Background: an optimization exercise with open tools, aiming at small area. Do not read the settings as production practice.
Function was checked by simulation only, so behaviour that the tests miss may differ from the original.

run A:
==> flow/design.v (excerpt) <==
module mult_quat (
    input  logic             clk,
    input  logic             rst,
    input  logic             in_valid,
    input  logic [WIDTH-1:0] w_in1,
    input  logic [WIDTH-1:0] i_in1,
    input  logic [WIDTH-1:0] j_in1,
    input  logic [WIDTH-1:0] k_in1,
    input  logic [WIDTH-1:0] w_in2,
    input  logic [WIDTH-1:0] i_in2,
    input  logic [WIDTH-1:0] j_in2,
    input  logic [WIDTH-1:0] k_in2,
    output logic             out_valid,
    output logic [WIDTH-1:0] w_out,
    output logic [WIDTH-1:0] i_out,
    output logic [WIDTH-1:0] j_out,
    output logic [WIDTH-1:0] k_out
);
    logic v1, v2;
    wire signed [15:0] a1 = w_in1;
    wire signed [15:0] b1 = i_in1;
    wire signed [15:0] c1 = j_in1;
    wire signed [15:0] d1 = k_in1;
    wire signed [15:0] a2 = w_in2;
    wire signed [15:0] b2 = i_in2;
    wire signed [15:0] c2 = j_in2;
    wire signed [15:0] d2 = k_in2;
    wire [16:0] xs1, ys1;
    wire [16:0] xs1_c;
    qha u_xs1_0 (.a(d1[0]), .b(b1[0]), .s(xs1[0]), .co(xs1_c[1]));
    qfa u_xs1_1 (.a(d1[1]), .b(b1[1]), .c(xs1_c[1]), .s(xs1[1]), .co(xs1_c[2]));
    qfa u_xs1_2 (.a(d1[2]), .b(b1[2]), .c(xs1_c[2]), .s(xs1[2]), .co(xs1_c[3]));
    qfa u_xs1_3 (.a(d1[3]), .b(b1[3]), .c(xs1_c[3]), .s(xs1[3]), .co(xs1_c[4]));
    qfa u_xs1_4 (.a(d1[4]), .b(b1[4]), .c(xs1_c[4]), .s(xs1[4]), .co(xs1_c[5]));
    qfa u_xs1_5 (.a(d1[5]), .b(b1[5]), .c(xs1_c[5]), .s(xs1[5]), .co(xs1_c[6]));
    qfa u_xs1_6 (.a(d1[6]), .b(b1[6]), .c(xs1_c[6]), .s(xs1[6]), .co(xs1_c[7]));
    qfa u_xs1_7 (.a(d1[7]), .b(b1[7]), .c(xs1_c[7]), .s(xs1[7]), .co(xs1_c[8]));
    qfa u_xs1_8 (.a(d1[8]), .b(b1[8]), .c(xs1_c[8]), .s(xs1[8]), .co(xs1_c[9]));
  ...
==> flow/config.mk <==
export PLATFORM = sky130hd
export DESIGN_NAME = mult_quat
export DESIGN_NICKNAME = mult_quat
export VERILOG_FILES = /design/flow/design.v
export SDC_FILE = /design/flow/constraint.sdc
export NUM_CORES = 4
export LEC_CHECK = 0
export CAP_MARGIN = 0
export CORE_MARGIN = 2
export CORE_UTILIZATION = 70
export CTS_CLUSTER_DIAMETER = 80
export CTS_CLUSTER_SIZE = 30
export SLEW_MARGIN = 0
export SYNTH_HIERARCHICAL = 1
export SYNTH_MINIMUM_KEEP_SIZE = 0
==> flow/constraint.sdc <==
create_clock -name core_clock -period 9.0 [get_ports {clk}]
set_input_delay 1.8000 -clock core_clock [delete_from_list [all_inputs] [get_ports {clk}]]
set_output_delay 1.8000 -clock core_clock [all_outputs]
set_load 0.01 [all_outputs]
standard.sh (not shown) runs the stock make flow with config.mk's settings and CLKGATE_MAP_FILE= SYNTH_SCRIPT=/design/flow/synth_recipe.tcl, a recipe that flattens the netlist after the stock synthesis.
==> flow/flow/run.sh <==
#!/bin/bash
# The standard layout with three changes:
#  - between synthesis and floorplan, every combinational cell that synthesis
#    mapped to a larger drive strength is swapped for the smallest one of the
#    same function (same pins); placement and timing repair then size up or
#    buffer only where the design needs it;
#  - the buffers placed on every input and output port are buf_1 cells;
#  - clock tree synthesis adds no dummy load cells.
set -euo pipefail
work=$(pwd)
ports="BUFFER_PORTS_ARGS=-buffer_cell sky130_fd_sc_hd__buf_1"
cts="CTS_ARGS=-sink_clustering_enable -repair_clock_nets -sink_clustering_size 30 -sink_clustering_max_diameter 80 -dont_use_dummy_load"
bash standard.sh "$ports" "$cts" synth > synth.log 2>&1
results=$(ls -d "$work"/orfs/results/*/mult_quat/base)
RESULTS="$results" openroad -no_init -exit flow/downsize.tcl > downsize.log 2>&1
# the SDC written with the netlist must not look older than the edited database
touch "$results/1_synth.sdc"
bash standard.sh "$ports" "$cts" finish > layout.log 2>&1
==> flow/flow/downsize.tcl <==
# Swap every combinational cell the synthesis upsized for its smallest drive strength;
# the placement and timing repair later size up again wherever timing needs it.
set results $::env(RESULTS)
read_db $results/1_synth.odb
set db [ord::get_db]
set block [[$db getChip] getBlock]
set n 0
foreach inst [$block getInsts] {
  set name [[$inst getMaster] getName]
  if {![regexp {^(sky130_fd_sc_hd__[a-z0-9]+)_([0-9]+)$} $name -> base sz]} { continue }
  if {$sz == 1 || $sz == 0} { continue }
  if {[regexp {df|dl|sdf|edf|buf|inv|clk|conb|tap|fill|decap|diode|probe|lpflow} $base]} { continue }
  set m1 [$db findMaster ${base}_1]
  if {$m1 == "NULL" || $m1 == ""} { continue }
  $inst swapMaster $m1
  incr n
}
puts "downsized $n instances"
write_db $results/1_synth.odb
Having completed the whole flow, run A delivered a layout that passed the timing, design-rule and antenna checks.
Here is what was changed in the inputs of run B compared with run A.
-- flow/flow/run.sh --
<<< run A, line 2
# The standard layout with three changes:
>>> run B, line 2
# The standard layout with two changes:
<<< run A, line 7
#  - the buffers placed on every input and output port are buf_1 cells;
#  - clock tree synthesis adds no dummy load cells.
>>> run B, line 7
#  - the buffers placed on every input and output port are buf_1 cells.
<<< run A, line 12
cts="CTS_ARGS=-sink_clustering_enable -repair_clock_nets -sink_clustering_size 30 -sink_clustering_max_diameter 80 -dont_use_dummy_load"
bash standard.sh "$ports" "$cts" synth > synth.log 2>&1
>>> run B, line 11
bash standard.sh "$ports" synth > synth.log 2>&1
<<< run A, line 18
bash standard.sh "$ports" "$cts" finish > layout.log 2>&1
>>> run B, line 16
bash standard.sh "$ports" finish > layout.log 2>&1
[summary]
- Run B: no failed stages, no open violations at the end
- Run A closes out successfully: all stages finished, all timing, DRC and antenna checks passed.
- Changes observed in run B relative to run A: setup slack has increased; area added between synthesis and finish has increased; synthesized netlist net count has remained practically unchanged; routed length on met3 has increased.
- Hold slack ended up 31 ps higher on run B than on run A.
- Run B packs its core more tightly than run A.
- Looking only at clock distribution area overhead in the final layout, and setting everything else aside, the lower value of run A and run B goes to run A.
- Taking run A as the reference, in run B final non-filler cell total higher.
## Diff of input files: run C against run B
==> flow/flow/run.sh <==
#!/bin/bash
# The standard layout with one extra step between synthesis and floorplan:
# every combinational cell that synthesis mapped to a larger drive strength is
# swapped for the smallest one of the same function (same pins); placement and
# timing repair then size up or buffer only where the design needs it.
set -euo pipefail
work=$(pwd)
bash standard.sh synth > synth.log 2>&1
results=$(ls -d "$work"/orfs/results/*/mult_quat/base)
RESULTS="$results" openroad -no_init -exit flow/downsize.tcl > downsize.log 2>&1
# the SDC written with the netlist must not look older than the edited database
touch "$results/1_synth.sdc"
bash standard.sh > layout.log 2>&1
Results
Run C: no failed stages, no open violations at the end
| portion of the clock cycle consumed by the worst path in the final layout | run C vs run B | 0.61 points lower |
Between run C and run B, the number of nets in the final layout does not differ in any meaningful way.
Run B reports its critical path endpoint as r_w[10]$_DFF_P_ while run C reports r_i[19]$_DFF_P_.
Relative to run B, area added between synthesis and finish has increased by 1.6 points in run C.
The shortest period the worst path allows in run C sits 55 ps below the value recorded for run B.

[static timing again, ports no longer ideal]
In the flow no input, the clock included, has a driving cell. The finished layouts below were timed again as built, in two steps. Step 1 assumes that a clkbuf_16 drives the clock port and a buf_2 every other input. Step 2 also shifts input and output timing later by t, the mid clock arrival at the registers, as if the neighbouring blocks saw the same clock. a / b / c = ideal ports / drivers / drivers and shift; a / b = the first two.
| run | t (ns) | setup slack, ns | worst setup path after step 2 | latest minus earliest clock arrival (ns) |
|---|---|---|---|---|
| run A | 0.746 | 0.228 / 0.228 / 0.228 | register to register | 0.094 / 0.093 |
| run B | 0.768 | 0.265 / 0.265 / 0.265 | register to register | 0.044 / 0.045 |
| run C | 0.795 | 0.320 / 0.320 / -0.121 | input to register | 0.051 / 0.050 |
Met with ideal ports but missed after step 2: setup timing in run C. The setup slack of run C, which loses most, moves by 0.000 ns with the drivers and by -0.441 ns with both steps.
